From an optimization exercise on the open Yosys and OpenROAD flow, aimed at small area, a short achievable clock period and few clock cycles; shortcuts taken in it are not production practice. In this exercise RTL edits were held to simulation tests only and were not proved equivalent to the original. No activity file was given, so power comes from the tool's default toggle rates.

the baseline:
## exec_unit
module exec_unit (
   input  wire                           CLK,
   input  wire                           arst_n,
   input  wire                           ins_valid,
   input  wire  [exec_pkg::INS_W-1:0]    ins,
   output wire                           busy,
   output wire                           done,
   output wire                           halted,
   output wire                           wr_en,
   output wire  [exec_pkg::REG_AW-1:0]   wr_addr,
   output wire  [exec_pkg::XLEN-1:0]     wr_data,
   output wire  [exec_pkg::FLAG_W-1:0]   flags
);
Settings: LEC_CHECK=0, CAP_MARGIN=20, CORE_MARGIN=2, CORE_UTILIZATION=30, SLEW_MARGIN=20, SYNTH_HIERARCHICAL=1; clock period 12.0 ns.
standard.sh (not shown) runs the stock make flow with config.mk's settings and CLKGATE_MAP_FILE= SYNTH_SCRIPT=/design/flow/synth_recipe.tcl, a recipe that flattens the netlist after the stock synthesis.
==> flow/flow/run.sh <==
#!/bin/bash
set -euo pipefail
cd "$(dirname "$0")/.."
args=()
while IFS= read -r line; do
  [[ -z "$line" || "$line" == \#* ]] && continue
  args+=("$line")
done < flow/knobs.txt
bash standard.sh "${args[@]}" finish > flow_make.log 2>&1
==> flow/flow/knobs.txt <==
SETUP_SLACK_MARGIN=8.3
CTS_ARGS=-sink_clustering_enable -repair_clock_nets -dont_use_dummy_load -sink_clustering_size 24 -sink_clustering_max_diameter 150
Testbench counts of the baseline, summed over its fixed seeds: cycles 24,024.
The following lists how the candidate was set up differently from the baseline:
--- a/flow/design.v
+++ b/flow/design.v
@@ -268,23 +268,22 @@
 `default_nettype none
 module exec_flags (
    input  wire                            CLK,
    input  wire                            arst_n,
    input  wire                            upd_arith,    
    input  wire                            upd_logic,    
    input  wire  [exec_pkg::XLEN-1:0]      result,
    input  wire                            cy,
    input  wire                            ov,
    input  wire  [exec_pkg::COND_W-1:0]    cond,
    output logic [exec_pkg::FLAG_W-1:0]    flags,
-   output logic [exec_pkg::FLAG_W-1:0]    flags_port,    
    output logic                           cond_met
 );
    logic [exec_pkg::FLAG_W-1:0] flags_nxt;
    logic                        z, s, v, c, hit, rz;
    assign rz = (result == '0);
    always_comb begin
       flags_nxt = flags;
       if (upd_arith || upd_logic) begin
          flags_nxt[exec_pkg::FLAG_Z]  = rz;
          flags_nxt[exec_pkg::FLAG_S]  = result[exec_pkg::XLEN-1];
          flags_nxt[exec_pkg::FLAG_OV] = upd_arith & ov;
@@ -292,25 +291,22 @@
       if (upd_arith) begin
          flags_nxt[exec_pkg::FLAG_CY] = cy;
       end
    end
    always_ff @(posedge CLK or negedge arst_n) begin
       if (!arst_n) begin
          flags <= '0;
       end else begin
          flags <= flags_nxt;
       end
    end
-   always_ff @(posedge CLK) begin
-      flags_port <= flags_nxt;
-   end
    assign z = flags_nxt[exec_pkg::FLAG_Z];
    assign s = flags_nxt[exec_pkg::FLAG_S];
    assign v = flags_nxt[exec_pkg::FLAG_OV];
    assign c = flags_nxt[exec_pkg::FLAG_CY];
    always_comb begin
       case (cond[2:0])
          3'd0:    hit = v;               
          3'd1:    hit = c;               
          3'd2:    hit = z;               
          3'd3:    hit = c | z;           
          3'd4:    hit = s;               
@@ -323,38 +319,34 @@
 endmodule
 `default_nettype wire
 `default_nettype none
 module exec_ctrl (
    input  wire   CLK,
    input  wire   arst_n,
    input  wire   ins_valid,
    input  wire   ins_halt,     
    input  wire   halt_done,    
    output logic  accept,
    output logic  busy,
-   output logic  halted,
-   output logic  halted_port    
+   output logic  halted
 );
    assign accept = ins_valid & ~busy;
    always_ff @(posedge CLK or negedge arst_n) begin
       if (!arst_n) begin
          busy   <= 1'b0;
          halted <= 1'b0;
       end else begin
          if (accept && ins_halt) busy <= 1'b1;
          if (halt_done) halted <= 1'b1;
       end
    end
-   always_ff @(posedge CLK) begin
-      halted_port <= halted | halt_done;
-   end
 endmodule
 `default_nettype wire
 `default_nettype none
 module exec_unit (
    input  wire                           CLK,
    input  wire                           arst_n,
    input  wire                           ins_valid,
    input  wire  [exec_pkg::INS_W-1:0]    ins,
    output wire                           busy,
    output wire                           done,
    output wire                           halted,
@@ -365,31 +357,29 @@
 );
    localparam int W  = exec_pkg::XLEN;
    localparam int AW = exec_pkg::REG_AW;
    logic                        v_x, fwd_a_x, fwd_b_x;
    wire  [W-1:0]                result;
    logic                        is_add_x, is_sub_x, is_shift_x, shl_x, sar_x, is_setf_x;
    logic                        upd_arith_x, upd_logic_x, reg_write_x, is_halt_x;
    logic [3:0]                  tt_x;
    logic [exec_pkg::COND_W-1:0] cond_x;
    logic [AW-1:0]               rd_x;
    logic [W-1:0]                a_x, b_x;
-   wire                     accept, halted_int;
-   wire [exec_pkg::FLAG_W-1:0] flags_int;
+   wire                     accept;
    logic                    v_d;
    logic [exec_pkg::INS_W-1:0] ir_d;
    exec_ctrl u_ctrl (
       .CLK(CLK), .arst_n(arst_n), .ins_valid(ins_valid),
       .ins_halt(ins[exec_pkg::OPC_LSB +: exec_pkg::OPC_W] == exec_pkg::OP_HALT),
-      .halt_done(halt_w), .accept(accept), .busy(busy), .halted(halted_int),
-      .halted_port(halted)
+      .halt_done(halt_w), .accept(accept), .busy(busy), .halted(halted)
    );
    always_ff @(posedge CLK or negedge arst_n) begin
       if (!arst_n) v_d <= 1'b0;
       else         v_d <= accept;
    end
    logic [3:0]           rs_lo_d, rd_lo_d;
    logic [7:0]           rs_hi_d, rd_hi_d;
    logic                 fw_rs_d, fw_rd_d;
    wire  [AW-1:0]        ins_rs  = ins[exec_pkg::RS_LSB +: AW];
    wire  [AW-1:0]        ins_rd  = ins[exec_pkg::RD_LSB +: AW];
    wire                  ins_imm = ins[exec_pkg::OPC_LSB + 4];
@@ -495,26 +485,19 @@
       wr_data_w <= (v_x && reg_write_x) ? result : '0;
    end
    always_ff @(posedge CLK) begin
       res_w <= result;
       cy_w  <= cy;
       ov_w  <= ov;
       rd_w  <= rd_x;
    end
    exec_flags u_flags (
       .CLK(CLK), .arst_n(arst_n), .upd_arith(upd_arith_w), .upd_logic(upd_logic_w),
       .result(res_w), .cy(cy_w), .ov(ov_w), .cond(cond_x),
-      .flags(flags_int), .flags_port(flags), .cond_met(cond_met)
+      .flags(flags), .cond_met(cond_met)
    );
-   logic          done_o, wr_en_o;
-   logic [AW-1:0] wr_addr_o;
-   always_ff @(posedge CLK) begin
-      done_o    <= v_x;
-      wr_en_o   <= v_x && reg_write_x;
-      wr_addr_o <= (v_x && reg_write_x) ? rd_x : '0;
-   end
-   assign done    = done_o;
-   assign wr_en   = wr_en_o;
-   assign wr_addr = wr_addr_o;
+   assign done    = done_w;
+   assign wr_en   = wr_w;
+   assign wr_addr = rd_w;
    assign wr_data = wr_data_w;
 endmodule
 `default_nettype wire
[summary]
- The candidate vs the baseline — post-layout total power dropped about 0.6%.
- Delta (the candidate minus the baseline): shortest period the worst path allows decreased by 0.0060 ns relative to the old numbers; synthesized area went down by about 0.7%; routed wire length now sits lower.
- Taking the baseline as 1.0, the candidate lands at 1.06 on count of buffers not belonging to the clock network in the layout.
- Total setup buffers inserted after CTS: the candidate higher than the baseline
- The baseline and the candidate ended up with nearly the same post-layout instance count excluding filler cells.
- The lower area of combinational cells with multiple inputs came out of the candidate.
- Compared to the baseline, the candidate was floorplanned on a smaller die.
- Length of routed wiring on met1 | the candidate below the baseline
Testbench counts of the candidate, summed over its fixed seeds: cycles 24,024.

[what the ideal ports hide]
In the flow no input, the clock included, has a driving cell. The finished layouts below were timed again as built, in two steps. Step 1 assumes that a clkbuf_16 drives the clock port and a buf_2 every other input. Step 2 adds t to the input delays and takes it off the output delays; t is the mean of the earliest and latest rising clock arrival at the registers after step 1. Input paths then give back, and output paths get back, about the clock's delay inside the block. Slacks: ideal ports / drivers / drivers and shift; pairs: ideal ports / drivers.
run	shift t [ns]	setup WS [ns]	hold WS [ns]	worst setup path at the end	pins driven straight from the clock port
the baseline	0.785	8.323 / 8.241 / 7.909	0.363 / 0.363 / 0.363	input to register	1
the candidate	0.790	8.329 / 8.239 / 7.818	0.368 / 0.368 / 0.368	input to register	1
After both steps every run listed still meets setup and hold. For the candidate, which loses most, drivers alone change the setup slack by -0.090 ns; drivers and shift together by -0.511 ns.
